This design comes from an exercise in tuning for small area and a short achievable clock period on the open sky130 flow, not from production work. Only simulation tests tie the RTL to the original design; equivalence was not proved. Power figures rest on the tool's default switching activity, not on a simulated workload.

==> build 53: inputs <==
## mul_simd_top
module mul_simd_top
(
   input  logic        clk,
   input  logic        rst_n,
   input  logic        in_valid,
   input  logic [1:0]  op,
   input  logic [31:0] a,
   input  logic [31:0] b,
   output logic        out_valid,
   output logic [63:0] result
);
export LEC_CHECK = 0
export CAP_MARGIN = 20
export CORE_MARGIN = 2
export CORE_UTILIZATION = 40
export SLEW_MARGIN = 20
create_clock -name core_clock -period 9.5 [get_ports {clk}]
standard.sh (not shown) runs the stock make flow with config.mk's settings and CLKGATE_MAP_FILE= SYNTH_SCRIPT=/design/flow/synth_recipe.tcl, a recipe that flattens the netlist after the stock synthesis.
==> flow/flow/run.sh <==
#!/bin/bash
# Own layout flow: the standard synthesis unchanged, then the standard ORFS
# steps with a few resizer settings changed:
#  - port buffers are buf cells (the default pick is a slow delay buffer),
#  - the resizer may swap cells across footprints,
#  - repair_timing aims for extra setup slack (see knobs.sh).
# Each step's full output goes to a log file in this folder.
set -euo pipefail
cd "$(dirname "$0")/.."
source flow/knobs.sh
bash standard.sh synth > flow_synth.log 2>&1
bash standard.sh "${KNOBS[@]}" finish > flow_layout.log 2>&1
==> flow/flow/knobs.sh <==
KNOBS=(
  MATCH_CELL_FOOTPRINT=0
  "BUFFER_PORTS_ARGS=-buffer_cell sky130_fd_sc_hd__buf_2"
  SETUP_SLACK_MARGIN=5.3
)
==> build 86 (differences from build 53) <==
==> flow/flow/knobs.sh (replaced) <==
KNOBS=(
  MATCH_CELL_FOOTPRINT=0
  "BUFFER_PORTS_ARGS=-buffer_cell sky130_fd_sc_hd__buf_2"
  SETUP_SLACK_MARGIN=5
)
==> flow_summary.toml <==
[setup_path]
cp_max_fo = 13
cp-end-kind = "flop"

[global_routing]
grt.met1_usage_pct = 28.43
use_met2_pct = 29.80

[status]
status = "timing/DRC/antenna clean"

[cells_and_area]
syn_to_final_growth_pct = 11.66
final_area_um2 = 23000
num_antenna_cells = 5
seqCellArea_um2 = 4971
num-nonclk-buffers = 174
final_util_pct = 45.02

[power_and_ir_drop]
pg_seq_mw = 1.59
comb_power_share_pct = 61.7

[route]
drtPass1Iterations = 7
(the above is from build 86)
==> flow_summary.toml <==
[status]
status = "timing/DRC/antenna clean"

[cells_and_area]
num_antenna_cells = 4
seqCellArea_um2 = 5106
num-nonclk-buffers = 238
syn_to_final_growth_pct = 17.06

[route]
drtPass1Iterations = 5

[setup_path]
cp-end-kind = "output port"
(the above is from build 53)

==> inputs of run G <==
mul_simd_top, a different RTL version from the one above (not shown whole).
clock: 9.5 ns
lec_check: 0
cap_margin: 20
core_margin: 2
core_utilization: 40
slew_margin: 20
==> flow/flow/knobs.sh <==
KNOBS=(
  MATCH_CELL_FOOTPRINT=0
  "BUFFER_PORTS_ARGS=-buffer_cell sky130_fd_sc_hd__buf_2"
  SETUP_SLACK_MARGIN=5.60
)
Scripts as last shown in full above: flow/flow/run.sh
==> run Z: changes against run G <==
==> flow/flow/knobs.sh (replaced) <==
KNOBS=(
  MATCH_CELL_FOOTPRINT=0
  "BUFFER_PORTS_ARGS=-buffer_cell sky130_fd_sc_hd__buf_2"
  SETUP_SLACK_MARGIN=5.25
)
==> results.cfg <==
[clock_tree]
clock_tree.htree_level_count = 2

[layout]
finish.net_count = 2714
layout.clock.cell_area_share_pct = 4.18

[route]
wl_met1_um = 26400
detail_route.vias_per_cell = 5.30

[status]
run_status = finished clean

[sta]
timing.final.ws_setup_ps = 5010

[power]
pwr-share-clk_pct = 14.4

[placed_design]
gp_congestion = 0.872
[end of results for run G]
==> results.cfg <==
[route]
detail_route.vias_per_cell = 5.21
wl_met1_um = 21800

[placed_design]
hpwl_um = 40200
dp_cells = 2855

[power]
pwr-share-clk_pct = 14.8

[layout]
finish.net_count = 2620
layout.clock.cell_area_share_pct = 4.04

[status]
run_status = finished clean

[sta]
timing.final.ws_setup_ps = 5010
[end of results for run Z]

==> job 9576: inputs <==
mul_simd_top, a different RTL version from the one above (not shown whole).
export LEC_CHECK = 0
export CAP_MARGIN = 20
export CORE_MARGIN = 2
export CORE_UTILIZATION = 60
export CTS_BUF_LIST = sky130_fd_sc_hd__clkbuf_8 sky130_fd_sc_hd__clkbuf_16
export CTS_CLUSTER_DIAMETER = 100
export CTS_CLUSTER_SIZE = 24
export GPL_ROUTABILITY_DRIVEN = 0
export SLEW_MARGIN = 20
create_clock -name core_clock -period 9.5 [get_ports {clk}]
==> flow/flow/run.sh <==
#!/bin/bash
# Own layout flow: the standard synthesis unchanged, then
#  - (if POLARITY=1) flow/polarity.py removes inverters between full-adder
#    cells of the synthesized netlist by choosing each adder's polarity
#    (registers, ports and the function are unchanged),
#  - the standard ORFS steps with a few resizer settings changed (knobs.sh):
#    port buffers are buf cells (the default pick is a slow delay buffer),
#    the resizer may swap cells across footprints, and repair_timing aims for
#    extra setup slack.
# Each step's full output goes to a log file in this folder.
set -euo pipefail
cd "$(dirname "$0")/.."
source flow/knobs.sh
R=orfs/results/sky130hd/mul_simd_top/base
bash standard.sh synth > flow_synth.log 2>&1
if [[ "${POLARITY:-0}" == 1 ]]; then
  cp $R/1_2_yosys.v flow_synth_netlist.v
  python3 flow/polarity.py $R/1_2_yosys.v > flow_polarity.log 2>&1
  rm -f $R/1_synth.odb $R/1_synth.sdc
fi
bash standard.sh "${KNOBS[@]}" finish > flow_layout.log 2>&1
==> flow/flow/knobs.sh <==
POLARITY=1
KNOBS=(
  MATCH_CELL_FOOTPRINT=0
  "BUFFER_PORTS_ARGS=-buffer_cell sky130_fd_sc_hd__buf_2"
  SETUP_SLACK_MARGIN=5.55
)
Other scripts of this flow, unchanged in this note and not shown: flow/flow/polarity.py
==> job 7533: changes against job 9576 <==
==> flow/flow/knobs.sh (replaced) <==
POLARITY=1
KNOBS=(
  MATCH_CELL_FOOTPRINT=0
  "BUFFER_PORTS_ARGS=-buffer_cell sky130_fd_sc_hd__buf_2"
  SETUP_SLACK_MARGIN=5.5
)
Settings changed: CTS_CLUSTER_SIZE 24 to 28, GPL_ROUTABILITY_DRIVEN 0 to not set.
==> job 3545: changes against job 9576 <==
==> flow/flow/knobs.sh (replaced) <==
POLARITY=1
KNOBS=(
  MATCH_CELL_FOOTPRINT=0
  "BUFFER_PORTS_ARGS=-buffer_cell sky130_fd_sc_hd__buf_2"
  SETUP_SLACK_MARGIN=5.35
)
==> summary.txt <==
Routed wire length, highest first: job 7533, job 9576, job 3545. Of job 3545 and job 7533, job 7533 has the higher final area (gap about 1.8%, measured against job 7533). Final cell count: job 3545 < job 9576 < job 7533. Between job 9576 and job 7533, the lower register-to-register slack is in job 7533 (gap 0.03 ns). Against job 3545, the combinational power of job 7533 is higher by about 2%. First-iteration DRC count: job 9576 > job 3545 > job 7533. Synthesized cell count is the same in job 3545 and job 7533. In critical path depth, job 7533 and job 3545 do not differ.
==> figures <==
| item | job 9576 | job 3545 | job 7533 |
|---|---|---|---|
| Setup ws final | 5.51 ns | 5.45 ns | 5.51 ns |
| Worst r2r src | bt0_r[7] | ml1_r[5] | ml0_r[3] |
| Outcome | complete, no violations | complete, no violations | complete, no violations |
| Nets | 2480 | 2464 | 2483 |
| Top metal layer carrying routed signals | met4 | met4 | met5 |
| Setup Fix Bufs, Post-CTS | 8 | 0 | 5 |
| Clk slew on worst S/H paths | 0.08 ns | 0.10 ns | 0.12 ns |
| Largest net degree at the start of global routing | 64 | 67 | 64 |
| Drt first pass iters | 6 | 6 | 8 |
| Final antenna diode count | 0 | 0 | 1 |
| First element of the critical path | cy0_r | cy0_r | cy1_r |
| First DRT Iteration DRCs | 1408 | 1397 | 1235 |
| Fraction of standard cell area in multi-input logic | 63.8% | 64.5% | 63.9% |
| Combinational logic power | 4360 uW | 4190 uW | 4290 uW |
| Peak ir drop on the vdd network | 0.000285 V | 0.000211 V | 0.000236 V |
| Clk pwr share | 11.3% | 11.4% | 11.1% |
| Sw power | 2870 uW | 2820 uW | 2870 uW |

==> build 1 <==
mul_simd_top again, from the RTL that the note above started with.
clock: 9.5 ns
lec_check: 0
cap_margin: 20
core_margin: 2
core_utilization: 60
cts_buf_list: sky130_fd_sc_hd__clkbuf_8 sky130_fd_sc_hd__clkbuf_16
cts_cluster_diameter: 100
cts_cluster_size: 24
slew_margin: 20
==> flow/flow/knobs.sh <==
POLARITY=1
KNOBS=(
  MATCH_CELL_FOOTPRINT=0
  "BUFFER_PORTS_ARGS=-buffer_cell sky130_fd_sc_hd__buf_2"
  SETUP_SLACK_MARGIN=5.2
)
Scripts as last shown in full above: flow/flow/run.sh
Other scripts of this flow, unchanged in this note and not shown: flow/flow/polarity.py
==> build 39: changes against build 1 <==
==> flow/flow/knobs.sh (replaced) <==
POLARITY=1
KNOBS=(
  MATCH_CELL_FOOTPRINT=0
  "BUFFER_PORTS_ARGS=-buffer_cell sky130_fd_sc_hd__buf_2"
  SETUP_SLACK_MARGIN=5.5
)
==> build 75: changes against build 1 <==
==> flow/flow/knobs.sh (replaced) <==
POLARITY=1
KNOBS=(
  MATCH_CELL_FOOTPRINT=0
  "BUFFER_PORTS_ARGS=-buffer_cell sky130_fd_sc_hd__buf_2"
  SETUP_SLACK_MARGIN=5.7
)
GPL_ROUTABILITY_DRIVEN = 0   (was not set)
==> trial 59: changes against build 1 <==
==> flow/flow/knobs.sh (replaced) <==
POLARITY=1
KNOBS=(
  MATCH_CELL_FOOTPRINT=0
  "BUFFER_PORTS_ARGS=-buffer_cell sky130_fd_sc_hd__buf_2"
  SETUP_SLACK_MARGIN=5.45
)
==> comparison table <==
| item | trial 59 | build 1 | build 39 | build 75 |
|---|---|---|---|---|
| Uppermost layer routed | met4 | met4 | met5 | met5 |
| DRT Pass-1 Iters | 7 | 7 | 6 | 6 |
| Fraction of final layout cells with drive strength greater than 1 | 13.0% | 11.2% | 14.3% | 21.3% |
| Final weighted congestion of routability-driven global placement | 0.898 | 0.892 | 0.888 | - |
| Combinational-cell power consumption | 4.29 mW | 4.15 mW | 4.29 mW | 4.74 mW |
| Worst R2R Path Depth | 11 | 12 | 11 | 14 |
| Met1 wire length | 22500 um | 22600 um | 22600 um | 22700 um |
| Register-to-register path setup slack | 5560 ps | 5360 ps | 5610 ps | 5760 ps |
| Placement-stage worst setup slack | 5000 ps | 4460 ps | 4760 ps | 5010 ps |
| Clock latency of the later-clocked register in the worst-skew pair | 530 ps | 510 ps | 520 ps | 510 ps |
| Number of antenna repair diodes | 0 | 0 | 2 | 2 |
| Run status | complete, no violations | complete, no violations | complete, no violations | complete, no violations |
| Worst clock skew on the final layout | 18.6 ps | 16.4 ps | 18.5 ps | 19.7 ps |

==> trial 19 <==
mul_simd_top, a different RTL version from the one above (not shown whole).
clock: 9.5 ns
lec_check: 0
cap_margin: 20
core_margin: 2
core_utilization: 60
slew_margin: 20
Scripts as last shown in full above: flow/flow/run.sh
Other scripts of this flow, unchanged in this note and not shown: flow/flow/knobs.sh, flow/flow/polarity.py
==> trial 4: changes against trial 19 <==
--- a/flow/design.v
+++ b/flow/design.v
@@ -120,21 +120,23 @@
       gnm1_r <= {a[23], a[21], a[19], a[17]} & {4{wide}};
       gnn1_r <= ~{a[23], a[21], a[19], a[17]} & {4{wide}};
       gnw1_r <= {a[31], a[29], a[27], a[25]} & {4{wide}};
    end
    logic [7:0] lo0_r;
    logic cy0_r;
    logic [31:8] bs0_r;    
    logic [5:0] bg0_r;    
+   logic [5:0] bp0_r;    
    logic w20_r;
    logic [7:0] lo1_r;
    logic cy1_r;
    logic [31:8] bs1_r;    
    logic [5:0] bg1_r;    
+   logic [5:0] bp1_r;    
    logic w21_r;
    wire l0_negm0 = gnm0_r[0];
    wire l0_negm1 = gnm0_r[1];
    wire l0_negm2 = gnm0_r[2];
    wire l0_negm3 = gnm0_r[3];
    wire l0_negw4 = gnw0_r[0];
    wire l0_negw5 = gnw0_r[1];
    wire l0_negw6 = gnw0_r[2];
@@ -1589,36 +1591,41 @@
       lo0_r[6] <= l0_la_s6;
       lo0_r[7] <= l0_la_s7;
       cy0_r <= l0_la_G2_7;
       bs0_r[8] <= l0_b0_p0;
       bs0_r[9] <= l0_b0_s1;
       bs0_r[10] <= l0_b0_s2;
       bs0_r[11] <= l0_b0_s3;
       bg0_r[0] <= l0_b0_c4;
+      bp0_r[0] <= l0_b0_p0 & l0_b0_p1 & l0_b0_p2 & l0_b0_p3;
       bs0_r[12] <= l0_b1_p0;
       bs0_r[13] <= l0_b1_s1;
       bs0_r[14] <= l0_b1_s2;
       bs0_r[15] <= l0_b1_s3;
-      bg0_r[1] <= l0_b1_c4;
+      bg0_r[1] <= l0_b1_c4 & w0_r[3];
+      bp0_r[1] <= l0_b1_p0 & l0_b1_p1 & l0_b1_p2 & l0_b1_p3 & w0_r[3];
       bs0_r[16] <= l0_b2_p0;
       bs0_r[17] <= l0_b2_s1;
       bs0_r[18] <= l0_b2_s2;
       bs0_r[19] <= l0_b2_s3;
       bg0_r[2] <= l0_b2_c4;
+      bp0_r[2] <= l0_b2_p0 & l0_b2_p1 & l0_b2_p2 & l0_b2_p3;
       bs0_r[20] <= l0_b3_p0;
       bs0_r[21] <= l0_b3_s1;
       bs0_r[22] <= l0_b3_s2;
       bs0_r[23] <= l0_b3_s3;
       bg0_r[3] <= l0_b3_c4;
+      bp0_r[3] <= l0_b3_p0 & l0_b3_p1 & l0_b3_p2 & l0_b3_p3;
       bs0_r[24] <= l0_b4_p0;
       bs0_r[25] <= l0_b4_s1;
       bs0_r[26] <= l0_b4_s2;
       bs0_r[27] <= l0_b4_s3;
       bg0_r[4] <= l0_b4_c4;
+      bp0_r[4] <= l0_b4_p0 & l0_b4_p1 & l0_b4_p2 & l0_b4_p3;
       bs0_r[28] <= l0_b5_p0;
       bs0_r[29] <= l0_b5_s1;
       bs0_r[30] <= l0_b5_s2;
       bs0_r[31] <= l0_b5_s3;
       lo1_r[0] <= l1_la_p0;
       lo1_r[1] <= l1_la_s1;
       lo1_r[2] <= l1_la_s2;
       lo1_r[3] <= l1_la_s3;
@@ -1627,87 +1634,92 @@
       lo1_r[6] <= l1_la_s6;
       lo1_r[7] <= l1_la_s7;
       cy1_r <= l1_la_G2_7;
       bs1_r[8] <= l1_b0_p0;
       bs1_r[9] <= l1_b0_s1;
       bs1_r[10] <= l1_b0_s2;
       bs1_r[11] <= l1_b0_s3;
       bg1_r[0] <= l1_b0_c4;
+      bp1_r[0] <= l1_b0_p0 & l1_b0_p1 & l1_b0_p2 & l1_b0_p3;
       bs1_r[12] <= l1_b1_p0;
       bs1_r[13] <= l1_b1_s1;
       bs1_r[14] <= l1_b1_s2;
       bs1_r[15] <= l1_b1_s3;
-      bg1_r[1] <= l1_b1_c4;
+      bg1_r[1] <= l1_b1_c4 & w1_r[3];
+      bp1_r[1] <= l1_b1_p0 & l1_b1_p1 & l1_b1_p2 & l1_b1_p3 & w1_r[3];
       bs1_r[16] <= l1_b2_p0;
       bs1_r[17] <= l1_b2_s1;
       bs1_r[18] <= l1_b2_s2;
       bs1_r[19] <= l1_b2_s3;
       bg1_r[2] <= l1_b2_c4;
+      bp1_r[2] <= l1_b2_p0 & l1_b2_p1 & l1_b2_p2 & l1_b2_p3;
       bs1_r[20] <= l1_b3_p0;
       bs1_r[21] <= l1_b3_s1;
       bs1_r[22] <= l1_b3_s2;
       bs1_r[23] <= l1_b3_s3;
       bg1_r[3] <= l1_b3_c4;
+      bp1_r[3] <= l1_b3_p0 & l1_b3_p1 & l1_b3_p2 & l1_b3_p3;
       bs1_r[24] <= l1_b4_p0;
       bs1_r[25] <= l1_b4_s1;
       bs1_r[26] <= l1_b4_s2;
       bs1_r[27] <= l1_b4_s3;
       bg1_r[4] <= l1_b4_c4;
+      bp1_r[4] <= l1_b4_p0 & l1_b4_p1 & l1_b4_p2 & l1_b4_p3;
       bs1_r[28] <= l1_b5_p0;
       bs1_r[29] <= l1_b5_s1;
       bs1_r[30] <= l1_b5_s2;
       bs1_r[31] <= l1_b5_s3;
    end
    assign result[7:0] = lo0_r;
    wire f0_c0 = cy0_r;
    assign result[8] = bs0_r[8] ^ f0_c0;
    wire f0_q0_1 = bs0_r[8];
    assign result[9] = bs0_r[9] ^ (f0_c0 & f0_q0_1);
    wire f0_q0_2 = bs0_r[8] & bs0_r[9];
    assign result[10] = bs0_r[10] ^ (f0_c0 & f0_q0_2);
    wire f0_q0_3 = bs0_r[8] & bs0_r[9] & bs0_r[10];
    assign result[11] = bs0_r[11] ^ (f0_c0 & f0_q0_3);
-   wire f0_n0 = (bg0_r[0] | ((bs0_r[8] & bs0_r[9] & bs0_r[10] & bs0_r[11]) & f0_c0));
+   wire f0_n0 = (bg0_r[0] | ((bp0_r[0]) & f0_c0));
    wire f0_c1 = f0_n0;
    assign result[12] = bs0_r[12] ^ f0_c1;
    wire f0_q1_1 = bs0_r[12];
    assign result[13] = bs0_r[13] ^ (f0_c1 & f0_q1_1);
    wire f0_q1_2 = bs0_r[12] & bs0_r[13];
    assign result[14] = bs0_r[14] ^ (f0_c1 & f0_q1_2);
    wire f0_q1_3 = bs0_r[12] & bs0_r[13] & bs0_r[14];
    assign result[15] = bs0_r[15] ^ (f0_c1 & f0_q1_3);
-   wire f0_n1 = ((bg0_r[1] | ((bs0_r[12] & bs0_r[13] & bs0_r[14] & bs0_r[15]) & f0_c1)) & w20_r);
+   wire f0_n1 = (bg0_r[1] | ((bp0_r[1]) & f0_c1));
    wire f0_c2 = f0_n1;
    assign result[16] = bs0_r[16] ^ f0_c2;
    wire f0_q2_1 = bs0_r[16];
    assign result[17] = bs0_r[17] ^ (f0_c2 & f0_q2_1);
    wire f0_q2_2 = bs0_r[16] & bs0_r[17];
    assign result[18] = bs0_r[18] ^ (f0_c2 & f0_q2_2);
    wire f0_q2_3 = bs0_r[16] & bs0_r[17] & bs0_r[18];
    assign result[19] = bs0_r[19] ^ (f0_c2 & f0_q2_3);
-   wire f0_n2 = (bg0_r[2] | ((bs0_r[16] & bs0_r[17] & bs0_r[18] & bs0_r[19]) & f0_c2));
+   wire f0_n2 = (bg0_r[2] | ((bp0_r[2]) & f0_c2));
    wire f0_c3 = f0_n2;
    assign result[20] = bs0_r[20] ^ f0_c3;
    wire f0_q3_1 = bs0_r[20];
    assign result[21] = bs0_r[21] ^ (f0_c3 & f0_q3_1);
    wire f0_q3_2 = bs0_r[20] & bs0_r[21];
    assign result[22] = bs0_r[22] ^ (f0_c3 & f0_q3_2);
    wire f0_q3_3 = bs0_r[20] & bs0_r[21] & bs0_r[22];
    assign result[23] = bs0_r[23] ^ (f0_c3 & f0_q3_3);
-   wire f0_n3 = (bg0_r[3] | ((bs0_r[20] & bs0_r[21] & bs0_r[22] & bs0_r[23]) & f0_c3));
+   wire f0_n3 = (bg0_r[3] | ((bp0_r[3]) & f0_c3));
    wire f0_c4 = f0_n3;
    assign result[24] = bs0_r[24] ^ f0_c4;
    wire f0_q4_1 = bs0_r[24];
    assign result[25] = bs0_r[25] ^ (f0_c4 & f0_q4_1);
    wire f0_q4_2 = bs0_r[24] & bs0_r[25];
    assign result[26] = bs0_r[26] ^ (f0_c4 & f0_q4_2);
    wire f0_q4_3 = bs0_r[24] & bs0_r[25] & bs0_r[26];
    assign result[27] = bs0_r[27] ^ (f0_c4 & f0_q4_3);
-   wire f0_n4 = (bg0_r[4] | ((bs0_r[24] & bs0_r[25] & bs0_r[26] & bs0_r[27]) & f0_c4));
+   wire f0_n4 = (bg0_r[4] | ((bp0_r[4]) & f0_c4));
    wire f0_c5 = f0_n4;
    assign result[28] = bs0_r[28] ^ f0_c5;
    wire f0_q5_1 = bs0_r[28];
    assign result[29] = bs0_r[29] ^ (f0_c5 & f0_q5_1);
    wire f0_q5_2 = bs0_r[28] & bs0_r[29];
    assign result[30] = bs0_r[30] ^ (f0_c5 & f0_q5_2);
    wire f0_q5_3 = bs0_r[28] & bs0_r[29] & bs0_r[30];
    assign result[31] = bs0_r[31] ^ (f0_c5 & f0_q5_3);
@@ -1715,53 +1727,53 @@
    wire f1_c0 = cy1_r;
    assign result[40] = bs1_r[8] ^ f1_c0;
    wire f1_q0_1 = bs1_r[8];
    assign result[41] = bs1_r[9] ^ (f1_c0 & f1_q0_1);
    wire f1_q0_2 = bs1_r[8] & bs1_r[9];
    assign result[42] = bs1_r[10] ^ (f1_c0 & f1_q0_2);
    wire f1_q0_3 = bs1_r[8] & bs1_r[9] & bs1_r[10];
    assign result[43] = bs1_r[11] ^ (f1_c0 & f1_q0_3);
-   wire f1_n0 = (bg1_r[0] | ((bs1_r[8] & bs1_r[9] & bs1_r[10] & bs1_r[11]) & f1_c0));
+   wire f1_n0 = (bg1_r[0] | ((bp1_r[0]) & f1_c0));
    wire f1_c1 = f1_n0;
    assign result[44] = bs1_r[12] ^ f1_c1;
    wire f1_q1_1 = bs1_r[12];
    assign result[45] = bs1_r[13] ^ (f1_c1 & f1_q1_1);
    wire f1_q1_2 = bs1_r[12] & bs1_r[13];
    assign result[46] = bs1_r[14] ^ (f1_c1 & f1_q1_2);
    wire f1_q1_3 = bs1_r[12] & bs1_r[13] & bs1_r[14];
    assign result[47] = bs1_r[15] ^ (f1_c1 & f1_q1_3);
-   wire f1_n1 = ((bg1_r[1] | ((bs1_r[12] & bs1_r[13] & bs1_r[14] & bs1_r[15]) & f1_c1)) & w21_r);
+   wire f1_n1 = (bg1_r[1] | ((bp1_r[1]) & f1_c1));
    wire f1_c2 = f1_n1;
    assign result[48] = bs1_r[16] ^ f1_c2;
    wire f1_q2_1 = bs1_r[16];
    assign result[49] = bs1_r[17] ^ (f1_c2 & f1_q2_1);
    wire f1_q2_2 = bs1_r[16] & bs1_r[17];
    assign result[50] = bs1_r[18] ^ (f1_c2 & f1_q2_2);
    wire f1_q2_3 = bs1_r[16] & bs1_r[17] & bs1_r[18];
    assign result[51] = bs1_r[19] ^ (f1_c2 & f1_q2_3);
-   wire f1_n2 = (bg1_r[2] | ((bs1_r[16] & bs1_r[17] & bs1_r[18] & bs1_r[19]) & f1_c2));
+   wire f1_n2 = (bg1_r[2] | ((bp1_r[2]) & f1_c2));
    wire f1_c3 = f1_n2;
    assign result[52] = bs1_r[20] ^ f1_c3;
    wire f1_q3_1 = bs1_r[20];
    assign result[53] = bs1_r[21] ^ (f1_c3 & f1_q3_1);
    wire f1_q3_2 = bs1_r[20] & bs1_r[21];
    assign result[54] = bs1_r[22] ^ (f1_c3 & f1_q3_2);
    wire f1_q3_3 = bs1_r[20] & bs1_r[21] & bs1_r[22];
    assign result[55] = bs1_r[23] ^ (f1_c3 & f1_q3_3);
-   wire f1_n3 = (bg1_r[3] | ((bs1_r[20] & bs1_r[21] & bs1_r[22] & bs1_r[23]) & f1_c3));
+   wire f1_n3 = (bg1_r[3] | ((bp1_r[3]) & f1_c3));
    wire f1_c4 = f1_n3;
    assign result[56] = bs1_r[24] ^ f1_c4;
    wire f1_q4_1 = bs1_r[24];
    assign result[57] = bs1_r[25] ^ (f1_c4 & f1_q4_1);
    wire f1_q4_2 = bs1_r[24] & bs1_r[25];
    assign result[58] = bs1_r[26] ^ (f1_c4 & f1_q4_2);
    wire f1_q4_3 = bs1_r[24] & bs1_r[25] & bs1_r[26];
    assign result[59] = bs1_r[27] ^ (f1_c4 & f1_q4_3);
-   wire f1_n4 = (bg1_r[4] | ((bs1_r[24] & bs1_r[25] & bs1_r[26] & bs1_r[27]) & f1_c4));
+   wire f1_n4 = (bg1_r[4] | ((bp1_r[4]) & f1_c4));
    wire f1_c5 = f1_n4;
    assign result[60] = bs1_r[28] ^ f1_c5;
    wire f1_q5_1 = bs1_r[28];
    assign result[61] = bs1_r[29] ^ (f1_c5 & f1_q5_1);
    wire f1_q5_2 = bs1_r[28] & bs1_r[29];
    assign result[62] = bs1_r[30] ^ (f1_c5 & f1_q5_2);
    wire f1_q5_3 = bs1_r[28] & bs1_r[29] & bs1_r[30];
    assign result[63] = bs1_r[31] ^ (f1_c5 & f1_q5_3);
Settings changed: CTS_BUF_LIST set to sky130_fd_sc_hd__clkbuf_8 sky130_fd_sc_hd__clkbuf_16, CTS_CLUSTER_DIAMETER set to 100, CTS_CLUSTER_SIZE set to 24.
==> comparison <==
- Trial 4 completed without violations. Trial 19 completed without violations.
- In sequential power, trial 19 and trial 4 hardly differ.
- Against trial 19, the non-clock buffer count of trial 4 is lower by 21.
- Against trial 4, the synthesized cell count of trial 19 is lower by 0.81%.
- Between trial 19 and trial 4, the lower die area is in trial 19 (gap 1.5%, measured against trial 4).
- Between trial 19 and trial 4, the lower core utilization is in trial 4 (gap 2.6 points).
- Against trial 4, the fmax of trial 19 is smaller by about 7.5%.
==> figures <==
| item | trial 4 | trial 19 |
|---|---|---|
| Average size of a mapped cell | 10.10 sq um | 10.02 sq um |
| Fin Hold WS | 0.3659 ns | 0.3702 ns |
| Global routing usage summed across all routing layers | 0.2829 | 0.2875 |
| Seq cells | 291 | 282 |
| Global placer's final weighted congestion | 0.8880 | 0.9036 |
| Outcome | finished clean | finished clean |
| Sum of net half-perimeters after detailed placement | 40.01 mm | 38.98 mm |
| Transition time at the pin with the least slew margin | 0.8799 ns | 0.9034 ns |
| Multi-input gate area | 14,100 sq um | 14,090 sq um |
| Number of buffers added for setup after CTS | 0 | 13 |
| Via count of the routed design | 14,783 | 14,910 |
| Wirelength, routed | 50.79 mm | 50.87 mm |
| Worst R2R Start | bt1_r[7] | mh0_r[4] |

-- separate check: timing with driven ports --
The flow's constraints put no driver on any port. The routed layouts listed below were extracted and timed again, unchanged, in two steps.
Step 1 sets driving cells, clkbuf_16 on the clock port and buf_2 on the other inputs (assumed; they add their load-dependent delay and slew).
Step 2, shift: input delay + t, output delay - t, t = (earliest + latest rising clock arrival at the registers) / 2. This alone moves slack from input paths to output paths.
a / b / c = no drivers / after step 1 / after step 2; a / b = the first two.
| run | shift t [ns] | slack for setup (ns) | worst setup path at the end | latest minus earliest clock arrival (ns) |
|---|---|---|---|---|
| build 53 | 0.624 | 5.195 / 5.140 / 5.219 | input to register | 0.024 / 0.024 |
| build 86 | 0.632 | 5.087 / 5.041 / 5.087 | register to register | 0.017 / 0.018 |
| run G | 0.594 | 5.015 / 4.955 / 5.215 | input to register | 0.022 / 0.022 |
| run Z | 0.635 | 5.009 / 4.953 / 5.373 | register to register | 0.023 / 0.022 |
| job 9576 | 0.562 | 5.510 / 5.455 / 5.186 | input to register | 0.022 / 0.022 |
| job 7533 | 0.571 | 5.512 / 5.458 / 5.284 | input to register | 0.027 / 0.028 |
| job 3545 | 0.576 | 5.453 / 5.397 / 5.322 | input to register | 0.028 / 0.028 |
| build 1 | 0.560 | 5.359 / 5.306 / 5.359 | register to register | 0.017 / 0.017 |
| build 39 | 0.562 | 5.522 / 5.469 / 5.316 | input to register | 0.021 / 0.021 |
| build 75 | 0.558 | 5.523 / 5.469 / 5.430 | input to register | 0.025 / 0.025 |
| trial 59 | 0.577 | 5.494 / 5.440 / 5.330 | input to register | 0.020 / 0.019 |
| trial 19 | 0.565 | 5.009 / 4.954 / 5.142 | input to register | 0.013 / 0.013 |
| trial 4 | 0.566 | 5.344 / 5.287 / 5.077 | input to register | 0.015 / 0.016 |
After both steps setup and hold are still met in every run listed. The setup slack of job 9576, which loses most, moves by -0.055 ns with the drivers and by -0.324 ns with both steps.
